Source: an optimization exercise on an open RTL-to-GDS flow (aim: a short achievable clock period and few clock cycles). Production flows keep margins and buffers that such runs may drop.
In this exercise RTL edits were held to simulation tests only and were not proved equivalent to the original.
The flow treats the clock pin as an ideal source, which a real chip does not have.
Power is estimated from default activity; no workload was simulated.

==> run A <==
## rv_core
module rv_core (
    input  logic                    clk,
    input  logic                    arst_n,
    output logic [rv_pkg::xlen-1:0] imem_addr,
    input  logic [rv_pkg::xlen-1:0] imem_rdata,
    output logic [rv_pkg::xlen-1:0] dmem_addr,
    output logic [rv_pkg::xlen-1:0] dmem_wdata,
    output logic                    dmem_we,
    input  logic [rv_pkg::xlen-1:0] dmem_rdata,
    output logic                    halt
);
clock: 7.7 ns
lec_check: 0
abc_clock_period_in_ps: 2700
cap_margin: 20
core_margin: 2
core_utilization: 40
cts_cluster_size: 30
place_density: 0.5
setup_slack_margin: 5
slew_margin: 20
tns_end_percent: 100
standard.sh (not shown) runs the stock make flow with config.mk's settings and CLKGATE_MAP_FILE= SYNTH_SCRIPT=/design/flow/synth_recipe.tcl, a recipe that flattens the netlist after the stock synthesis.
==> flow/flow/run.sh <==
#!/bin/bash
# The standard layout (standard.sh: the standard synthesis and ORFS's
# flow), with three changes to how ORFS places and sizes cells:
#  - the port buffers buffer_ports adds are sky130_fd_sc_hd__buf_4 rather than
#    the resizer's own pick (clkdlybuf4s50_1, a slow delay buffer);
#  - timing repair may resize a cell to one of another footprint
#    (MATCH_CELL_FOOTPRINT=0), so it is not held to the family synthesis chose;
#  - after clock tree synthesis, flow/post_cts.tcl runs four more rounds of the
#    flow's own setup repair before the design is routed.
# make's whole output goes to flow_make.log here; ORFS's per-step logs are
# under orfs/logs.
set -euo pipefail
cd "$(dirname "$0")/.."
bash standard.sh "BUFFER_PORTS_ARGS=-buffer_cell sky130_fd_sc_hd__buf_4" MATCH_CELL_FOOTPRINT=0 \
    "POST_CTS_TCL=$(pwd)/flow/post_cts.tcl" finish > flow_make.log 2>&1
==> flow/flow/post_cts.tcl <==
# Sourced by ORFS's cts.tcl after its own timing repair (POST_CTS_TCL).
# Four more setup repair rounds on the clocked placement, then legalize.
# Same constraints and margins as the flow's own repair (repair_timing_helper).
log_cmd estimate_parasitics -placement
repair_timing_helper -setup
repair_timing_helper -setup
repair_timing_helper -setup
repair_timing_helper -setup
set result [catch { detailed_placement } msg]
if { $result != 0 } {
  error "Detailed placement failed after the extra repair: $msg"
}
check_placement -verbose
log_cmd estimate_parasitics -placement
report_worst_slack -max
==> inputs of run H, as changes to run A <==
--- a/flow/design.v
+++ b/flow/design.v
@@ -151,17 +151,10 @@
 module decode_stage (
     input  logic [31:0] instr,
     input  logic [31:0] pc,
     input  logic        pred_taken,
     input  logic [31:0] pred_target,
-    input  logic [31:0] sum_b,        
-    input  logic [31:0] sum_j,        
-    input  logic [31:0] sum_u,        
-    input  logic [31:0] sum_4,        
-    input  logic [4:0]  idx_b,        
-    input  logic [4:0]  idx_j,
-    input  logic [4:0]  idx_4,
     output logic [4:0]  rs1,
     output logic [4:0]  rs2,
     output logic [4:0]  rd,
     output logic        uses_rs1,
     output logic        uses_rs2,
@@ -243,46 +236,29 @@
     assign sel_dval = is_lui | is_auipc | is_jal | is_jalr;
     assign beq = is_branch & (f3 == 3'b000);
     assign bne = is_branch & (f3 == 3'b001);
     assign blt = is_branch & (f3 == 3'b100);
     assign bge = is_branch & (f3 == 3'b101);
-    logic ok_b, ok_j;
-    assign pc4      = sum_4;
-    assign dval     = is_lui ? imm_u : is_auipc ? sum_u : sum_4;
-    assign target_t = is_jal ? sum_j : is_branch ? sum_b : sum_4;
-    assign idx_pc4  = idx_4;
-    assign idx_t    = is_jal ? idx_j : is_branch ? idx_b : idx_4;
-    assign ok_b      = (sum_b[31:1] == pred_target[31:1]);
-    assign ok_j      = (sum_j[31:1] == pred_target[31:1]);
-    assign pred_ok_t = pred_taken & (is_jal ? ok_j : ok_b);
-    assign pred_bad  = is_jal ? ~(pred_taken & ok_j) : (~is_branch & ~is_jalr & pred_taken);
-endmodule
-module fetch_sums (
-    input  logic [31:0] instr,
-    input  logic [31:0] pc,
-    output logic [31:0] sum_b,
-    output logic [31:0] sum_j,
-    output logic [31:0] sum_u,
-    output logic [31:0] sum_4,
-    output logic [4:0]  idx_b,
-    output logic [4:0]  idx_j,
-    output logic [4:0]  idx_4
-);
-    logic [31:0] imm_b, imm_j;
-    logic [11:0] lo_b, lo_j, lo_4;
-    assign imm_b = {{19{instr[31]}}, instr[31], instr[7], instr[30:25], instr[11:8], 1'b0};
-    assign imm_j = {{11{instr[31]}}, instr[31], instr[19:12], instr[20], instr[30:21], 1'b0};
+    logic [31:0] sum_b, sum_j, sum_u;
+    logic        ok_b, ok_j;
     assign sum_b = pc + imm_b;
     assign sum_j = pc + imm_j;
     assign sum_u = {pc[31:12] + instr[31:12], pc[11:0]};
-    assign sum_4 = pc + 32'd4;
-    assign lo_b  = pc[11:0] + imm_b[11:0];
-    assign lo_j  = pc[11:0] + imm_j[11:0];
-    assign lo_4  = pc[11:0] + 12'd4;
-    assign idx_b = rv_pkg::btb_index({20'b0, lo_b});
-    assign idx_j = rv_pkg::btb_index({20'b0, lo_j});
-    assign idx_4 = rv_pkg::btb_index({20'b0, lo_4});
+    assign pc4   = pc + 32'd4;
+    assign dval  = is_lui ? imm_u : is_auipc ? sum_u : pc4;
+    assign target_t = is_jal ? sum_j : is_branch ? sum_b : pc4;
+    logic [11:0] lo_b, lo_j, lo_4;
+    assign lo_b    = pc[11:0] + imm_b[11:0];
+    assign lo_j    = pc[11:0] + imm_j[11:0];
+    assign lo_4    = pc[11:0] + 12'd4;
+    assign idx_pc4 = rv_pkg::btb_index({20'b0, lo_4});
+    assign idx_t   = is_jal ? rv_pkg::btb_index({20'b0, lo_j}) :
+                     is_branch ? rv_pkg::btb_index({20'b0, lo_b}) : idx_pc4;
+    rv_sum_eq teq_b_i (.a(pc), .b(imm_b), .k(pred_target), .eq(ok_b));
+    rv_sum_eq teq_j_i (.a(pc), .b(imm_j), .k(pred_target), .eq(ok_j));
+    assign pred_ok_t = pred_taken & (is_jal ? ok_j : ok_b);
+    assign pred_bad  = is_jal ? ~(pred_taken & ok_j) : (~is_branch & ~is_jalr & pred_taken);
 endmodule
 `timescale 1ns/1ps
 module rv_sum_eq (
     input  logic [31:0] a,
     input  logic [31:0] b,
@@ -394,14 +370,10 @@
     logic        fd_valid;
     logic [31:0] fd_instr;
     logic [31:0] fd_pc;
     logic        fd_pt;
     logic [31:0] fd_ptgt;
-    logic [31:0] f_sum_b, f_sum_j, f_sum_u, f_sum_4;
-    logic [4:0]  f_idx_b, f_idx_j, f_idx_4;
-    logic [31:0] fd_sum_b, fd_sum_j, fd_sum_u, fd_sum_4;
-    logic [4:0]  fd_idx_b, fd_idx_j, fd_idx_4;
     logic [4:0]  d_rs1, d_rs2, d_rd;
     logic        d_uses_rs1, d_uses_rs2, d_rf_we;
     logic        d_is_op, d_is_load, d_is_store, d_is_branch, d_is_jal, d_is_jalr, d_is_ret, d_is_sys;
     logic [31:0] d_imm_b_op;
     logic        d_sub, d_sel_add, d_sel_slt, d_sel_sltu, d_sel_sll, d_sel_sr, d_sra;
@@ -436,11 +408,10 @@
     logic        m_we;
     logic [4:0]  m_rd;
     logic        m_load;
     logic        m_store;
     logic        halt_r;
-    logic        halt_q;         
     logic [31:0] m_wd;
     logic        u_valid, u_inval, u_taken, u_jump, u_ret;
     logic [31:0] u_pc, u_target;
     logic [31:0] u_sel;
     assign imem_addr = pc;
@@ -472,11 +443,11 @@
             sel <= redirect_sel;
         end else if (j_pend) begin
             pc  <= j_tgt;
             sel <= 32'b1 << rv_pkg::btb_index(j_tgt);
         end else if (!stall) begin
-            pc  <= pred_taken ? pred_target : f_sum_4;
+            pc  <= pred_taken ? pred_target : pc + 32'd4;
             sel <= pred_taken ? pred_sel : seq_sel;
         end
     end
     always_ff @(posedge clk or negedge arst_n) begin
         if (!arst_n) begin
@@ -485,30 +456,12 @@
             fd_valid <= 1'b0;
         end else if (!stall) begin
             fd_valid <= 1'b1;
         end
     end
-    fetch_sums fsums_i (
-        .instr (imem_rdata),
-        .pc    (pc),
-        .sum_b (f_sum_b),
-        .sum_j (f_sum_j),
-        .sum_u (f_sum_u),
-        .sum_4 (f_sum_4),
-        .idx_b (f_idx_b),
-        .idx_j (f_idx_j),
-        .idx_4 (f_idx_4)
-    );
     always_ff @(posedge clk) begin
         if (!stall) begin
-            fd_sum_b <= f_sum_b;
-            fd_sum_j <= f_sum_j;
-            fd_sum_u <= f_sum_u;
-            fd_sum_4 <= f_sum_4;
-            fd_idx_b <= f_idx_b;
-            fd_idx_j <= f_idx_j;
-            fd_idx_4 <= f_idx_4;
             fd_instr <= imem_rdata;
             fd_pc    <= pc;
             fd_pt    <= pred_taken;
             fd_ptgt  <= pred_target;
         end
@@ -516,17 +469,10 @@
     decode_stage decode_i (
         .instr       (fd_instr),
         .pc          (fd_pc),
         .pred_taken  (fd_pt),
         .pred_target (fd_ptgt),
-        .sum_b       (fd_sum_b),
-        .sum_j       (fd_sum_j),
-        .sum_u       (fd_sum_u),
-        .sum_4       (fd_sum_4),
-        .idx_b       (fd_idx_b),
-        .idx_j       (fd_idx_j),
-        .idx_4       (fd_idx_4),
         .rs1         (d_rs1),
         .rs2         (d_rs2),
         .rd          (d_rd),
         .uses_rs1    (d_uses_rs1),
         .uses_rs2    (d_uses_rs2),
@@ -693,17 +639,14 @@
     always_ff @(posedge clk or negedge arst_n) begin
         if (!arst_n) begin
             m_we    <= 1'b0;
             m_store <= 1'b0;
             halt_r  <= 1'b0;
-            halt_q  <= 1'b0;
         end else begin
             m_we    <= e_valid && e_rf_we;
             m_store <= e_valid && e_store;
             halt_r  <= halt_r || sys_e;
-            halt_q  <= halt_q || sys_e ||
-                       (d_next_valid && d_is_sys && !(e_valid && e_store));
         end
     end
     always_ff @(posedge clk or negedge arst_n) begin
         if (!arst_n) begin
             u_valid <= 1'b0;
@@ -728,7 +671,7 @@
         .wb_data    (m_wd)
     );
     assign dmem_addr  = m_res;
     assign dmem_wdata = m_store_data;
     assign dmem_we    = m_store;
-    assign halt = halt_q;
+    assign halt = halt_r || (sys_e && !m_store);
 endmodule
==> flow/flow/run.sh (replaced) <==
#!/bin/bash
# The standard layout (standard.sh: the standard synthesis and ORFS's
# flow), with two changes to how ORFS places and sizes cells:
#  - the port buffers buffer_ports adds are sky130_fd_sc_hd__buf_4 rather than
#    the resizer's own pick (clkdlybuf4s50_1, a slow delay buffer);
#  - timing repair may resize a cell to one of another footprint
#    (MATCH_CELL_FOOTPRINT=0), so it is not held to the family synthesis chose.
# make's whole output goes to flow_make.log here; ORFS's per-step logs are
# under orfs/logs.
set -euo pipefail
cd "$(dirname "$0")/.."
bash standard.sh "BUFFER_PORTS_ARGS=-buffer_cell sky130_fd_sc_hd__buf_4" MATCH_CELL_FOOTPRINT=0 finish > flow_make.log 2>&1
removed: flow/flow/post_cts.tcl
==> impl_results.md <==
- Status: complete, no violations
- Post-Synth Adder-Cell Area: 2.02%
- Fraction of area in non-clock buffers: 10.2%
- CP Buf/Inv Count: 0
- Syn_area_per_cell: 13.7 um^2
- Worst Path Arrival: 4720 ps
- CP top delay family: compound AO/OA/AOI/OAI gates
- Combinational share of power: 39.4%
- Internal power: 43000 uW
- Share of cells above drive strength 1: 31.6%
- Clock Power Share: 25.2%
- Seq_cells: 3327
- Least-Margin Pin Slew: 1290 ps
- Vias in the first global route: 110000
- CP cell instances: ha_4 > fa_2 > a211o_1 > a211oi_4 > o31ai_4 > a2111oi_4 > nor3_2 > nor2_2 > mux2i_2 > xnor2_2 > a221o_1 > o21a_1 > a21o_1
- Post-place setup slack: 2410 ps
- Maximum fanout along the worst path: 4
- ANT cells: 32
- Post-Layout Inst Area: 188000 um^2
- Flop pwr share: 35.4%
- Drt first pass iters: 10
- Via Count: 118000
-- figures above: run A

==> impl_results.md <==
- Vias in the first global route: 108000
- Post-place setup slack: 1570 ps
- Least-Margin Pin Slew: 1260 ps
- Combinational share of power: 44.9%
- Post-Layout Inst Area: 183000 um^2
- CP top delay family: simple AND/OR/NAND/NOR gates
- Flop pwr share: 31.5%
- CP Buf/Inv Count: 3
- Worst Path Arrival: 4800 ps
- Internal power: 44400 uW
- Via Count: 117000
- Status: complete, no violations
- Drt first pass iters: 12
-- figures above: run H

Testbench counts of run A, summed over its fixed seeds: cycles 559,043.
Testbench counts of run H, summed over its fixed seeds: cycles 559,043.

## port drivers added, routing unchanged
How much do the figures lean on ideal ports? The routed layouts below were timed once more, with nothing changed but the port constraints.
Step 1 assumes that a clkbuf_16 drives the clock port and a buf_2 every other input.
Step 2 times the ports against the registers' clock, not the clock port: input delays grow and output delays shrink by t, the midpoint of the rising clock arrivals with the driver on.
a / b / c = ideal ports / drivers / drivers and shift; a / b = the first two.
run	shift t [ns]	setup slack, ns	worst register clock-pin slew, ns
run A	1.100	3.848 / 3.848 / 3.091	0.07 / 0.07
run H	1.059	3.722 / 3.722 / 3.722	0.07 / 0.07
After both steps every run listed still meets setup and hold. For run A, which loses most, drivers alone change the setup slack by 0.000 ns; drivers and shift together by -0.757 ns.
